From an optimization exercise on the open Yosys and OpenROAD flow, aimed at small area, a short achievable clock period and few clock cycles; shortcuts taken in it are not production practice.
In this exercise RTL edits were held to simulation tests only and were not proved equivalent to the original.
Power figures rest on the tool's default switching activity, not on a simulated workload.

juniper:
==> flow/design.v <==
`default_nettype none
package imem_loader_pkg;
  localparam logic [15:0] HALT_INSTR = 16'hF000;
  typedef enum logic [2:0] {
    IDLE = 3'd0,
    HI   = 3'd1,
    LO   = 3'd2,
    CHK  = 3'd4,
    DONE = 3'd5
  } state_t;
endpackage
`default_nettype wire
`default_nettype none
module imem_ram #(
  parameter int DEPTH = 256,
  parameter int AW    = 8
) (
  input  logic          clk,
  input  logic          reset,
  input  logic          i_we,       
  input  logic [AW-1:0] i_waddr,
  input  logic [15:0]   i_wdata,
  input  logic [AW-1:0] i_raddr,
  input  logic          i_hold,     
  output logic [15:0]   o_rdata,
  output logic [3:0]    o_free
);
  localparam int NR = DEPTH / 8;    
  logic [2:0]            r_ph;
  logic [7:0][NR*16-1:0] r_q;
  logic [3:0]            r_ev;
  logic [3:0][5:0]       r_ea;      
  logic [3:0][15:0]      r_ed;
  logic [3:0][2:0]       r_age;     
  logic [3:0]            w_go;      
  logic [NR-1:0]         w_ins;
  always_ff @(posedge clk) begin
    r_ph <= r_ph + 3'd1;
  end
  for (genvar e = 0; e < 4; e++) begin : g_ent
    logic w_take;
    assign w_take  = i_we & (i_waddr[1:0] == 2'(e));
    assign w_go[e] = r_ev[e] & (r_ea[e][2:0] == 3'(r_ph + 3'd1));
    assign o_free[e] = (r_age[e] >= 3'd6);
    always_ff @(posedge clk) begin
      if (w_take) begin
        r_ev[e]  <= 1'b1;
        r_ea[e]  <= i_waddr[AW-1:2];
        r_ed[e]  <= i_wdata;
      end else if (w_go[e]) begin
        r_ev[e]  <= 1'b0;
      end
    end
    always_ff @(posedge clk or posedge reset) begin
      if (reset)                 r_age[e] <= 3'd2;
      else if (w_take)           r_age[e] <= 3'd0;
      else if (r_age[e] != 3'd7) r_age[e] <= r_age[e] + 3'd1;
    end
  end
  for (genvar j = 0; j < NR; j++) begin : g_ring
    assign w_ins[j] = w_go[j % 4] & (r_ea[j % 4][5:3] == 3'(j / 4));
    always_ff @(posedge clk) begin
      r_q[0][j*16 +: 16] <= w_ins[j] ? r_ed[j % 4] : r_q[7][j*16 +: 16];
      for (int q = 1; q < 8; q++) r_q[q][j*16 +: 16] <= r_q[q-1][j*16 +: 16];
    end
  end
  logic [NR-1:0] w_rsel;
  logic [7:0]    w_psel;
  logic [3:0]    w_esel;
  logic [3:0]    w_ehit;
  logic          w_hit;
  logic [15:0]   w_bval;
  logic          w_selr;    
  logic [15:0]   w_selb;    
  always_comb begin
    for (int j = 0; j < NR; j++)
      w_rsel[j] = ({i_raddr[AW-1:5], i_raddr[1:0]} == 5'(j));
    for (int q = 0; q < 8; q++)
      w_psel[q] = (i_raddr[4:2] == 3'(r_ph - 3'(q)));
    for (int e = 0; e < 4; e++) begin
      w_esel[e] = (i_raddr[1:0] == 2'(e));
      w_ehit[e] = w_esel[e] & r_ev[e] & (r_ea[e] == i_raddr[AW-1:2]);
    end
    w_hit  = |w_ehit;
    w_bval = '0;
    for (int e = 0; e < 4; e++) w_bval = w_bval | ({16{w_esel[e]}} & r_ed[e]);
    w_bval = i_hold ? imem_loader_pkg::HALT_INSTR : w_bval;
    w_selr = ~(w_hit | i_hold);
    w_selb = {16{w_hit | i_hold}} & w_bval;
  end
  for (genvar b = 0; b < 16; b++) begin : g_rbit
    logic [31:0]     w_l2;      
    logic [3:0]      w_l4;
    for (genvar q = 0; q < 8; q++) begin : g_place
      for (genvar m = 0; m < 4; m++) begin : g_l2
        logic [7:0] w_d;
        for (genvar k = 0; k < 8; k++) begin : g_k
          assign w_d[k] = r_q[q][(8*m+k)*16 + b];
        end
        imem_ao8 u_l2 (.i_sel(w_rsel[8*m +: 8]), .i_d(w_d), .o_y(w_l2[4*q+m]));
      end
    end
    for (genvar m = 0; m < 4; m++) begin : g_l4
      imem_ao8 u_l4 (
        .i_sel ({{4{w_psel[2*m+1]}}, {4{w_psel[2*m]}}}),
        .i_d   (w_l2[8*m +: 8]),
        .o_y   (w_l4[m]));
    end
    logic [1:0] w_l5n;
    imem_nor2   u_l5a (.i_a(w_l4[0]), .i_b(w_l4[1]), .o_y(w_l5n[0]));
    imem_nor2   u_l5b (.i_a(w_l4[2]), .i_b(w_l4[3]), .o_y(w_l5n[1]));
    imem_rd_out u_out (.i_l5n(w_l5n), .i_sn(w_selr), .i_sb(w_selb[b]), .o_y(o_rdata[b]));
  end
endmodule
`default_nettype wire
`default_nettype none
module imem_ao8 (
  input  logic [7:0] i_sel,
  input  logic [7:0] i_d,
  output logic       o_y
);
  assign o_y = |(i_sel & i_d);
endmodule
`default_nettype wire
`default_nettype none
module imem_nor2 (
  input  logic i_a,
  input  logic i_b,
  output logic o_y
);
  assign o_y = ~(i_a | i_b);
endmodule
`default_nettype wire
`default_nettype none
module imem_rd_out (
  input  logic [1:0] i_l5n,
  input  logic       i_sn,
  input  logic       i_sb,
  output logic       o_y
);
  assign o_y = (i_sn & ~(i_l5n[0] & i_l5n[1])) | i_sb;
endmodule
`default_nettype wire
`default_nettype none
module imem_loader #(
  parameter int DEPTH = 256,
  parameter int AW    = 8
) (
  input  logic          clk,
  input  logic          reset,
  input  logic          load_start,
  input  logic [AW-1:0] load_len,
  input  logic [7:0]    in_data,
  input  logic          in_valid,
  output logic          in_ready,
  input  logic [AW-1:0] pc,
  output logic [15:0]   ir,
  output logic          cpu_hold,
  output logic          done,
  output logic [AW-1:0] wr_addr,
  output logic          err
);
  imem_loader_pkg::state_t r_state;
  logic [AW-1:0] r_wr_addr;
  logic [AW-1:0] r_len;
  logic [7:0]    r_hi;
  logic          r_in_ready;
  logic          r_cpu_hold;
  logic          r_done;
  logic [7:0]    r_sum;
  logic          r_err;
  logic          w_accept;
  logic          w_lo;
  logic [AW-1:0] w_addr_inc;
  logic [15:0]   w_rdata;
  logic [3:0]    w_free;
  assign w_accept   = in_valid & r_in_ready;
  assign w_lo       = w_accept & (r_state == imem_loader_pkg::LO);
  assign w_addr_inc = r_wr_addr + 1'b1;
  always_ff @(posedge clk or posedge reset) begin
    if (reset) begin
      r_state    <= imem_loader_pkg::IDLE;
      r_wr_addr  <= '0;
      r_len      <= '0;
      r_in_ready <= 1'b0;
      r_cpu_hold <= 1'b0;
      r_done     <= 1'b0;
      r_sum      <= '0;
      r_err      <= 1'b0;
    end else begin
      r_done <= 1'b0;
      case (r_state)
        imem_loader_pkg::IDLE: begin
          if (load_start) begin
            r_cpu_hold <= 1'b1;
            r_wr_addr  <= '0;
            r_len      <= load_len;
            r_in_ready <= 1'b1;
            r_sum      <= '0;
            r_err      <= 1'b0;
            if (load_len != '0) r_state <= imem_loader_pkg::HI;
            else                r_state <= imem_loader_pkg::CHK;
          end
        end
        imem_loader_pkg::HI: begin
          if (w_accept) begin
            r_sum      <= r_sum + in_data;
            r_state    <= imem_loader_pkg::LO;
            r_in_ready <= w_free[r_wr_addr[1:0]];
          end
        end
        imem_loader_pkg::LO: begin
          if (w_accept) begin
            r_sum     <= r_sum + in_data;
            r_wr_addr <= w_addr_inc;
            r_in_ready <= 1'b1;
            if (w_addr_inc == r_len) r_state <= imem_loader_pkg::CHK;
            else                     r_state <= imem_loader_pkg::HI;
          end else begin
            r_in_ready <= w_free[r_wr_addr[1:0]];
          end
        end
        imem_loader_pkg::CHK: begin
          if (w_accept) begin
            r_err      <= ((r_sum + in_data) != 8'd0);
            r_state    <= imem_loader_pkg::DONE;
            r_in_ready <= 1'b0;
            r_done     <= 1'b1;
          end
        end
        imem_loader_pkg::DONE: begin
          r_state    <= imem_loader_pkg::IDLE;
          r_cpu_hold <= 1'b0;
        end
        default: begin
          r_state    <= imem_loader_pkg::IDLE;
          r_in_ready <= 1'b0;
          r_cpu_hold <= 1'b0;
        end
      endcase
    end
  end
  always_ff @(posedge clk) begin
    if (w_accept && r_state == imem_loader_pkg::HI) r_hi <= in_data;
  end
  imem_ram #(
    .DEPTH (DEPTH),
    .AW    (AW)
  ) u_ram (
    .clk     (clk),
    .reset   (reset),
    .i_we    (w_lo),
    .i_waddr (r_wr_addr),
    .i_wdata ({r_hi, in_data}),
    .i_raddr (pc),
    .i_hold  (r_cpu_hold),
    .o_rdata (w_rdata),
    .o_free  (w_free)
  );
  assign ir       = w_rdata;
  assign in_ready = r_in_ready;
  assign cpu_hold = r_cpu_hold;
  assign done     = r_done;
  assign wr_addr  = r_wr_addr;
  assign err      = r_err;
endmodule
`default_nettype wire
make LEC_CHECK=0 CAP_MARGIN=20 CORE_MARGIN=2 CORE_UTILIZATION=55 CTS_CLUSTER_DIAMETER=90 CTS_CLUSTER_SIZE=28 SETUP_SLACK_MARGIN=4 SLEW_MARGIN=20 SYNTH_HIERARCHICAL=1 SYNTH_MEMORY_MAX_BITS=8192 SYNTH_MINIMUM_KEEP_SIZE=0 finish   # period 10.0 ns
run.sh (not shown) runs the stock make flow with config.mk's settings and CLKGATE_MAP_FILE= SYNTH_SCRIPT=/design/flow/synth_recipe.tcl, a recipe that flattens the netlist after the stock synthesis.
Testbench counts of juniper, summed over its fixed seeds: cycles 13,203.
#### Input delta (zinc over juniper)
Settings: setting PLACE_DENSITY to 0.7 for the first time; changing CTS_CLUSTER_SIZE from 28 to 22; changing CTS_CLUSTER_DIAMETER from 90 to 80; changing CORE_UTILIZATION from 55 to 63.
--- outcome ---
Slowest stage cell on the critical path: sky130_fd_sc_hd__or3_4 -> juniper, sky130_fd_sc_hd__a22oi_1 -> zinc. | sequential share of layout area | higher: juniper |. The higher total chip power of zinc and juniper is in zinc. Per-cell routed wire length: zinc and juniper compared, lower one is juniper. Worst-case setup margin in the final layout on zinc is ahead of juniper. Going from juniper to zinc, die area fell by about 13%, routed wire length on met2 fell by 3.4%, global-route met3 utilization rose by 2.8 points, proportion of cell area spent on the clock network rose by 0.71 points.
Edits applied to the flow inputs when going from zinc to harbor:
Settings: changing CTS_CLUSTER_SIZE from 22 to 25; changing CTS_CLUSTER_DIAMETER from 80 to 85.
Notes after the runs:
- The number of design-rule violations left by the first detailed-router iteration of harbor is higher than that of zinc.
- In the metrics for harbor and zinc, the one carrying the lower worst path buffer plus inverter count is harbor.
- Number of setup violations in the final report: harbor vs zinc identical
- Minimum period implied by the final worst setup slack: harbor better than zinc
- Re area fraction of clock buffers and clock inverters: harbor is 0.40 points down on zinc.
- Delta (harbor minus zinc): global-route wire length before repair went down by 0.36%, endpoint arrival time on the critical path -0.05 ns, detailed route wirelength on metal3 shows a reduction of 4.6%.
- When harbor is measured against zinc, its worst-case hold slack turns out 0.016 ns higher.
- The internal power number comes out lower for harbor vs zinc.
- Higher count of TritonRoute iterations in the first routing pass goes to zinc over harbor.
The following lists how quartz was set up differently from harbor:
Settings: CTS_CLUSTER_SIZE changed from 25 to 22; CORE_UTILIZATION changed from 63 to 55; CTS_CLUSTER_DIAMETER changed from 85 to 80; PLACE_DENSITY removed (was 0.7).
- quartz: area of the core higher than harbor
- Total routing usage reported by global routing was higher in harbor than in quartz.
- Diff harbor..quartz | area after synthesis | unchanged
- Compared with harbor, quartz shows a higher worst path buffer plus inverter count.

[static timing again, ports no longer ideal]
The flow's constraints put no driver on any port. The routed layouts listed below were extracted and timed again, unchanged, in two steps. Step 1 (the two cells are an assumption about what drives the block):
set clk [get_ports {clk}]
set_driving_cell -lib_cell sky130_fd_sc_hd__clkbuf_16 $clk
set_driving_cell -lib_cell sky130_fd_sc_hd__buf_2 [delete_from_list [all_inputs] $clk]
Step 2 times the ports against the registers' clock, not the clock port: input delays grow and output delays shrink by t, the midpoint of the rising clock arrivals with the driver on. Three values: ideal, step 1, step 2; two values: the first two.
| run | t (ns) | setup WS [ns] | clock arrival spread, ns | pins driven straight from the clock port |
|---|---|---|---|---|
| juniper | 0.957 | 3.368 / 3.263 / 3.263 | 0.057 / 0.056 | 1 |
| zinc | 0.974 | 3.445 / 3.186 / 3.186 | 0.057 / 0.058 | 1 |
| harbor | 0.972 | 3.489 / 3.260 / 3.260 | 0.034 / 0.034 | 1 |
| quartz | 0.990 | 3.395 / 3.302 / 3.302 | 0.042 / 0.042 | 1 |
After both steps every run listed still meets setup and hold. For zinc, which loses most, drivers alone change the setup slack by -0.259 ns; drivers and shift together by -0.259 ns.
